Source: an optimization exercise on an open RTL-to-GDS flow (aim: small area, a short achievable clock period and few clock cycles per item). Production flows keep margins and buffers that such runs may drop.
The RTL was checked by simulation tests, not by an equivalence proof against the original design.
Power figures rest on the tool's default switching activity, not on a simulated workload.

==> flow/design.v <==
package dmc_pkg;
    localparam int DMC_LINES       = 16;
    localparam int DMC_BLOCK_BYTES = 4;
    localparam int DMC_MEM_BYTES   = 256;
    localparam int DMC_ADDR_W = 8;
    localparam int DMC_DATA_W = 8;
    localparam int DMC_OP_W   = 2;
    typedef enum logic [DMC_OP_W-1:0] {
        OP_READ    = 2'd0,
        OP_WRITE   = 2'd1,
        OP_PRELOAD = 2'd2,
        OP_NOP     = 2'd3
    } op_t;
    typedef enum logic [6:0] {
        ST_IDLE   = 7'b0000001,
        ST_LOOKUP = 7'b0000010,
        ST_FILL   = 7'b0000100,
        ST_DRAIN  = 7'b0001000,
        ST_RDWAIT = 7'b0010000,
        ST_UPD    = 7'b0100000,
        ST_DONE   = 7'b1000000
    } state_t;
endpackage
module dmc_ram #(
    parameter int WIDTH = 8,
    parameter int DEPTH = 64
) (
    input  logic                                   aclk,
    input  logic                                   we,
    input  logic [(DEPTH > 1 ? $clog2(DEPTH) : 1)-1:0] waddr,
    input  logic [WIDTH-1:0]                       wdata,
    input  logic [(DEPTH > 1 ? $clog2(DEPTH) : 1)-1:0] raddr,
    output logic [WIDTH-1:0]                       rdata
);
    logic [WIDTH-1:0] mem [DEPTH];
    logic [WIDTH-1:0] rdata_reg;
    always_ff @(posedge aclk) begin
        if (we) begin
            mem[waddr] <= wdata;
        end
        rdata_reg <= mem[raddr];
    end
    assign rdata = rdata_reg;
endmodule
module dmc_tag_store #(
    parameter int LINES = dmc_pkg::DMC_LINES,
    parameter int IDX_W = 4,
    parameter int TAG_W = 2
) (
    input  logic             aclk,
    input  logic             aresetn,
    input  logic [IDX_W-1:0] idx,
    input  logic [TAG_W-1:0] tag,
    input  logic             upd,
    output logic             hit
);
    logic             valid_reg [LINES];
    logic [TAG_W-1:0] tag_reg   [LINES];
    always_ff @(posedge aclk) begin
        if (!aresetn) begin
            for (int i = 0; i < LINES; i++) begin
                valid_reg[i] <= 1'b0;
            end
        end else if (upd) begin
            valid_reg[idx] <= 1'b1;
        end
    end
    always_ff @(posedge aclk) begin
        if (upd) begin
            tag_reg[idx] <= tag;
        end
    end
    assign hit = valid_reg[idx] && (tag_reg[idx] == tag);
endmodule
module direct_mapped_write_through_cache #(
    parameter int LINES       = dmc_pkg::DMC_LINES,
    parameter int BLOCK_BYTES = dmc_pkg::DMC_BLOCK_BYTES,
    parameter int MEM_BYTES   = dmc_pkg::DMC_MEM_BYTES
) (
    input  logic                            aclk,
    input  logic                            aresetn,
    input  logic                            s_valid,
    output logic                            s_ready,
    input  logic [dmc_pkg::DMC_OP_W-1:0]    s_opcode,
    input  logic [dmc_pkg::DMC_ADDR_W-1:0]  s_addr,
    input  logic [dmc_pkg::DMC_DATA_W-1:0]  s_write_data,
    output logic                            m_valid,
    input  logic                            m_ready,
    output logic [dmc_pkg::DMC_DATA_W-1:0]  m_read_data,
    output logic                            m_hit
);
    localparam int OB    = $clog2(BLOCK_BYTES);
    localparam int IB    = $clog2(LINES);
    localparam int MB    = $clog2(MEM_BYTES);
    localparam int TB    = MB - OB - IB;
    localparam int OFF_W = (OB > 0) ? OB : 1;
    localparam int IDX_W = (IB > 0) ? IB : 1;
    localparam int TAG_W = (TB > 0) ? TB : 1;
    localparam int LA_W  = ((OB + IB) > 0) ? (OB + IB) : 1;
    localparam int MA_W  = (MB > 0) ? MB : 1;
    localparam logic [31:0]      MEM_MASK  = 32'(MEM_BYTES - 1);
    localparam logic [31:0]      BB_MASK   = 32'(BLOCK_BYTES - 1);
    localparam logic [31:0]      LN_MASK   = 32'(LINES - 1);
    localparam logic [OFF_W-1:0] LAST_BYTE = OFF_W'(BLOCK_BYTES - 1);
    dmc_pkg::state_t                state_reg, state_next;
    dmc_pkg::op_t                   op_reg;
    logic [dmc_pkg::DMC_ADDR_W-1:0] addr_reg;
    logic [dmc_pkg::DMC_DATA_W-1:0] wd_reg;
    logic [OFF_W-1:0]      cnt_reg, cnt_next;
    logic                  fill_wr_reg, fill_wr_next;
    logic [OFF_W-1:0]      fill_cnt_reg;
    logic [dmc_pkg::DMC_DATA_W-1:0] res_data_reg, res_data_next;
    logic                  res_hit_reg, res_hit_next;
    logic                  m_valid_reg, m_valid_next;
    logic [dmc_pkg::DMC_DATA_W-1:0] m_read_data_reg;
    logic                  m_hit_reg;
    logic [31:0]       a_mem, off_w, idx_w, tag_w;
    logic [OFF_W-1:0]  off_s;
    logic [LA_W-1:0]   line_addr, fill_line_addr;
    logic [MA_W-1:0]   mem_addr, fill_mem_addr;
    logic              tag_hit, tag_upd;
    logic              line_we, mem_we;
    logic [LA_W-1:0]   line_waddr;
    logic [dmc_pkg::DMC_DATA_W-1:0] line_wdata, line_rdata, mem_rdata;
    logic              accept, out_free;
    assign a_mem = {{(32 - dmc_pkg::DMC_ADDR_W){1'b0}}, addr_reg} & MEM_MASK;
    assign off_w = a_mem & BB_MASK;
    assign idx_w = (a_mem >> OB) & LN_MASK;
    assign tag_w = a_mem >> (OB + IB);
    assign off_s = OFF_W'(off_w);
    assign line_addr      = LA_W'((idx_w << OB) | off_w);
    assign fill_line_addr = LA_W'((idx_w << OB) | 32'(fill_cnt_reg));
    assign mem_addr       = MA_W'(a_mem);
    assign fill_mem_addr  = MA_W'(((a_mem >> OB) << OB) | 32'(cnt_reg));
    dmc_tag_store #(
        .LINES (LINES),
        .IDX_W (IDX_W),
        .TAG_W (TAG_W)
    ) u_tags (
        .aclk    (aclk),
        .aresetn (aresetn),
        .idx     (IDX_W'(idx_w)),
        .tag     (TAG_W'(tag_w)),
        .upd     (tag_upd),
        .hit     (tag_hit)
    );
    dmc_ram #(
        .WIDTH (dmc_pkg::DMC_DATA_W),
        .DEPTH (LINES * BLOCK_BYTES)
    ) u_line_ram (
        .aclk  (aclk),
        .we    (line_we),
        .waddr (line_waddr),
        .wdata (line_wdata),
        .raddr (line_addr),
        .rdata (line_rdata)
    );
    dmc_ram #(
        .WIDTH (dmc_pkg::DMC_DATA_W),
        .DEPTH (MEM_BYTES)
    ) u_main_ram (
        .aclk  (aclk),
        .we    (mem_we),
        .waddr (mem_addr),
        .wdata (wd_reg),
        .raddr (fill_mem_addr),
        .rdata (mem_rdata)
    );
    assign s_ready  = (state_reg == dmc_pkg::ST_IDLE);
    assign accept   = s_valid && s_ready;
    assign out_free = !m_valid_reg || m_ready;
    assign line_we    = fill_wr_reg || (state_reg == dmc_pkg::ST_UPD);
    assign line_waddr = fill_wr_reg ? fill_line_addr : line_addr;
    assign line_wdata = fill_wr_reg ? mem_rdata : wd_reg;
    assign mem_we     = (state_reg == dmc_pkg::ST_UPD)
                     || ((state_reg == dmc_pkg::ST_LOOKUP) && (op_reg == dmc_pkg::OP_PRELOAD));
    assign tag_upd    = (state_reg == dmc_pkg::ST_DRAIN);
    always_comb begin
        state_next    = state_reg;
        cnt_next      = cnt_reg;
        fill_wr_next  = 1'b0;
        res_data_next = res_data_reg;
        res_hit_next  = res_hit_reg;
        m_valid_next  = m_valid_reg && !m_ready;
        if (fill_wr_reg && (fill_cnt_reg == off_s)) begin
            res_data_next = mem_rdata;
        end
        case (state_reg)
            dmc_pkg::ST_IDLE: begin
                if (accept) begin
                    state_next = dmc_pkg::ST_LOOKUP;
                end
            end
            dmc_pkg::ST_LOOKUP: begin
                res_hit_next = 1'b0;
                case (op_reg)
                    dmc_pkg::OP_PRELOAD: begin
                        res_data_next = wd_reg;
                        state_next    = dmc_pkg::ST_DONE;
                    end
                    dmc_pkg::OP_READ, dmc_pkg::OP_WRITE: begin
                        res_hit_next = tag_hit;
                        if (!tag_hit) begin
                            cnt_next   = '0;
                            state_next = dmc_pkg::ST_FILL;
                        end else if (op_reg == dmc_pkg::OP_WRITE) begin
                            state_next = dmc_pkg::ST_UPD;
                        end else begin
                            state_next = dmc_pkg::ST_RDWAIT;
                        end
                    end
                    default: begin
                        res_data_next = '0;
                        state_next    = dmc_pkg::ST_DONE;
                    end
                endcase
            end
            dmc_pkg::ST_FILL: begin
                fill_wr_next = 1'b1;
                cnt_next     = cnt_reg + 1'b1;
                if (cnt_reg == LAST_BYTE) begin
                    state_next = dmc_pkg::ST_DRAIN;
                end
            end
            dmc_pkg::ST_DRAIN: begin
                state_next = (op_reg == dmc_pkg::OP_WRITE) ? dmc_pkg::ST_UPD : dmc_pkg::ST_DONE;
            end
            dmc_pkg::ST_RDWAIT: begin
                res_data_next = line_rdata;
                state_next    = dmc_pkg::ST_DONE;
            end
            dmc_pkg::ST_UPD: begin
                res_data_next = wd_reg;
                state_next    = dmc_pkg::ST_DONE;
            end
            dmc_pkg::ST_DONE: begin
                if (out_free) begin
                    m_valid_next = 1'b1;
                    state_next   = dmc_pkg::ST_IDLE;
                end
            end
            default: begin
                state_next = dmc_pkg::ST_IDLE;
            end
        endcase
    end
    always_ff @(posedge aclk) begin
        if (!aresetn) begin
            state_reg   <= dmc_pkg::ST_IDLE;
            fill_wr_reg <= 1'b0;
            m_valid_reg <= 1'b0;
        end else begin
            state_reg   <= state_next;
            fill_wr_reg <= fill_wr_next;
            m_valid_reg <= m_valid_next;
        end
    end
    always_ff @(posedge aclk) begin
        if (accept) begin
            op_reg   <= dmc_pkg::op_t'(s_opcode);
            addr_reg <= s_addr;
            wd_reg   <= s_write_data;
        end
        cnt_reg      <= cnt_next;
        fill_cnt_reg <= cnt_reg;
        res_data_reg <= res_data_next;
        res_hit_reg  <= res_hit_next;
        if ((state_reg == dmc_pkg::ST_DONE) && out_free) begin
            m_read_data_reg <= res_data_reg;
            m_hit_reg       <= res_hit_reg;
        end
    end
    assign m_valid     = m_valid_reg;
    assign m_read_data = m_read_data_reg;
    assign m_hit       = m_hit_reg;
endmodule
==> flow/run.sh <==
#!/bin/bash
# synth_recipe.tcl (not shown) runs the flow's synth.tcl, then flattens the netlist and writes it again
# the make line also repeats each setting of config.mk as NAME=value (left out here)
make -C /OpenROAD-flow-scripts/flow DESIGN_CONFIG=/design/flow/config.mk WORK_HOME=/design/flow/orfs CLKGATE_MAP_FILE= SYNTH_SCRIPT=/design/flow/synth_recipe.tcl finish
==> flow/config.mk <==
export PLATFORM = sky130hd
export DESIGN_NAME = direct_mapped_write_through_cache
export DESIGN_NICKNAME = direct_mapped_write_through_cache
export VERILOG_FILES = /design/flow/design.v
export SDC_FILE = /design/flow/constraint.sdc
export NUM_CORES = 4
export LEC_CHECK = 0
export CAP_MARGIN = 20
export CORE_MARGIN = 2
export CORE_UTILIZATION = 40
export SLEW_MARGIN = 20
==> flow/constraint.sdc <==
create_clock -name core_clock -period 6.0 [get_ports {aclk}]
set_input_delay 1.2000 -clock core_clock [delete_from_list [all_inputs] [get_ports {aclk}]]
set_output_delay 1.2000 -clock core_clock [all_outputs]
set_load 0.01 [all_outputs]
==> notes.md <==
## metrics by stage
stage | total power [mW] | instances
finish | 43.5 | 8533
global route | 44.5 | 8530
detailed placement | 27.0 | 8033
CTS | 43.6 | 8529
global placement | 26.9 | 8033
floorplan | 24.7 | 4730
## area by class of cell
class / count / area [um2] / area share [%]
well taps: 3384 / 4230 / 3.62
clock inverters: 122 / 921 / 0.787
multi-input cells: 1759 / 22100 / 18.9
diodes: 4 / 10.0 / 0.00856
flip-flops and latches: 2677 / 79800 / 68.3
inverters: 16 / 60.1 / 0.0514
clock buffers: 374 / 7880 / 6.74
repair buffers: 197 / 1950 / 1.66
## worst paths after layout
path              slack [ps]                    start  depth (start not counted)                     to
setup / recovery        1470             state_reg[6]                          6  u_main_ram.mem[20][7]
hold / removal           430  u_line_ram.rdata_reg[2]                          2        res_data_reg[2]
setup reg to reg        1470             state_reg[6]                          6  u_main_ram.mem[20][7]
hold reg to reg          430  u_line_ram.rdata_reg[2]                          2        res_data_reg[2]
## power groups by stage
stage	logic, mW	clock network, mW	registers, mW
final	4.91	16.8	21.7
after global routing	5.07	17.8	21.7
after CTS	4.90	17.1	21.7
after detailed placement	4.90	0	22.1
after global placement	4.83	0	22.1
after floorplan	2.21	0	22.5
## cell usage after synthesis, types with 11 or more instances
cell type / count
a211oi_1: 14
o211ai_1: 16
a22oi_1: 125
edfxtp_1: 2622
dfxtp_1: 55
mux4_2: 684
o22ai_1: 14
buf_1: 16
nand3_1: 34
nor3_1: 22
a221oi_1: 17
a21oi_1: 29
mux2_2: 33
nand2_1: 76
buf_4: 41
nor4_1: 11
inv_1: 14
buf_6: 19
buf_2: 118
clkbuf_1: 84
nor2_1: 387
o21ai_0: 33
nor2b_1: 21
nand4_1: 26
mux2i_1: 85
nand2b_1: 12
## worst max-delay path, delay by kind of cell, from the launching register on
kind / cells / cell delay, ps
AO/OA/AOI/OAI: 1 / 700
AND/OR/NAND/NOR: 4 / 2510
buffers and inverters: 1 / 530
flip-flops: 1 / 330
## per-layer routing
layer,GRT usage (%),up-vias,routed length (um)
met4,7.17,6,9250
met5,0,-,41
li1,-,20400,-
met1,30.6,27900,115000
met3,4.71,465,28100
met2,33.1,2873,133000
## cells by family (layout without fill, tap and decap cells)
group / count (synthesis) / in the layout / share of synthesized area (%)
adder cells (fa/ha/maj): 1 / 1 / 0.0121
buffers and inverters: 294 / 709 / 1.50
XOR/XNOR: 4 / 4 / 0.0339
multiplexers: 802 / 802 / 16.1
AO/OA/AOI/OAI: 316 / 316 / 2.22
flip-flops: 2677 / 2677 / 77.4
other: 0 / 4 / 0
AND/OR/NAND/NOR: 636 / 636 / 2.77
==> metrics.md <==
| Metric | Value |
|---|---|
| GR Overflow Total | `0` |
| Post-synthesis cell type count | `68` |
| RSZ-0062 raised after global routing | `no` |
| Final hold violation count | `0` |
| Top FF cell, synth | `edfxtp_1` |
| Yosys top cell by area | `edfxtp_1` |
| Slew HR | `17.2%` |
| Initial antenna violation count | `13` |
| Pleak | `35.9 nW` |
| Internal power consumption | `32.7 mW` |
| IO Pins | `33` |
| Die width | `512 um` |
| CP endpoint kind | `register` |
| Async SR Flop Fraction | `0%` |
| Max Clock Skew | `69.6 ps` |
| IO Port Bufs | `32` |
| Drt first pass iters | `8` |
| Clock share of power | `38.8%` |
| RD Place Congestion | `0.868` |
| Drt total wl | `286,000 um` |
| Layout cells sized above 1 | `25.2%` |
| Worst-path cell chain | `or3_1, nor4_1, a31o_2, nand3_2, buf_4, nor2_1` |
| Ranking of synthesized cells by area | `edfxtp_1 (76%), mux4_2 (15%), nor2_1 (1.4%)` |
| Status | `no timing/DRC/antenna violations` |
| DP Worst Slack | `1630 ps` |
| Die Height | `512 um` |
| Fin Setup TNS | `0 ps` |
| Max VDD drop | `348 uV` |
| CP max-delay cell | `nand3_2` |
| Max Cap Viol | `0` |
| First-pass GRT wire length | `401,000 um` |
| Comb pwr share | `11.3%` |
| Post-DP Area | `108,000 um2` |
| Tcrit/Tclk final | `75.4%` |
| Synthesized area | `103,000 um2` |
| Post-synth EDFFs | `2,622` |
| DR iter-0 viols | `7,200` |
| Total vias in the final route | `51,600` |
| Avg Vias per Cell | `6.05` |
| Latest clock arrival within the worst-skew pair | `950 ps` |
| Area grow syn2layout | `13.3%` |
| F_max | `0.221 GHz` |
| Final setup viols | `0` |
| Vias in the first global route | `50,900` |
| Finished Core Util | `45.6%` |
| Root Buffer | `clkbuf_16` |
| CP Data Arrival Time | `5070 ps` |
| Worst setup SP type | `register` |
| Antenna Nets Post-Route | `0` |
| Postcts setup bufs | `0` |
| CTS Buf Count | `292` |
| Yosys top cell area share | `76.3%` |
| Hold Crit Class | `reg2reg` |
| Clk sink count | `2,677` |
| Total track usage | `21.6%` |
| Largest net degree at the start of global routing | `154` |
| Syn nets | `4,753` |
| Buffer depth of the longest clock path | `4` |
| Nets | `4,966` |
| Worst Path Required | `6540 ps` |
| Num rows | `186` |
| Fin. max-slew vios | `0` |
| Clk slew on worst S/H paths | `60 ps` |
| Post-route worst setup slack | `1470 ps` |
| Die Outline Area | `262,000 um2` |
| Commonest cells after routing, fill and taps aside | `edfxtp_1 (2,622), mux4_2 (684), nor2_1 (385)` |
| PwrDens | `372 nW/um2` |
| Critical path peak fanout | `24` |
| H-tree Lvls | `5` |
| Fillers | `21,200` |
| Most common cell after layout, fill and taps aside | `edfxtp_1` |
| Switching share of power | `24.8%` |
| Max reg flops | `2,048` |
| Seq cells post-synth | `2,677` |
| CP peak stage delay | `920 ps` |
| Initial Util | `40.2%` |
| CTS Hold Buffers Added | `0` |
| Synth Warn # | `4` |
| Post-route cell area | `117,000 um2` |
| Crit Path Category | `reg2reg` |
| DRC viols | `0` |
| TritonCTS clock tree | `done` |
| Sw power | `10.8 mW` |
| Post-Syn Instances | `4,730` |
| Seq/Total Area, Yosys | `77.4%` |
| Slew @ Worst Pin | `1240 ps` |
| DR WL/cell | `33.5 um` |
| Core area | `257,000 um2` |
| Worst hold slack | `430 ps` |
| Seq pwr share | `49.9%` |
| Period minus WS final | `4530 ps` |
| Post-CTS resize count | `0` |
| Post-DP HPWL | `174,000 um` |
| Post-synthesis area per instance | `21.8 um2` |
Testbench counts, summed over its fixed seeds: cycles 54,564, items 12,000.

==> separate check: timing with driven ports <==
The results above use ideal ports. As a check the final layout listed here was re-extracted and re-timed, cells and wires unchanged. Step 1 sets driving cells, clkbuf_16 on the clock port and buf_2 on the other inputs (assumed; they add their load-dependent delay and slew). Step 2 moves the port delays by t, midway between the first and last clock arrival at a register: inputs arrive t later, outputs are due t later. That takes back most of the time a late clock gives input paths. a / b / c = no drivers / after step 1 / after step 2; a / b = the first two.
shift t [ns]: 1.014
slack for setup (ns): 1.474 / 1.474 / 1.474
worst data-port slew with drivers (ns): 0.05
pins driven straight from the clock port: 1
After both steps this run still meets setup and hold. The setup slack of this run moves by 0.000 ns with the drivers and by 0.000 ns with both steps.
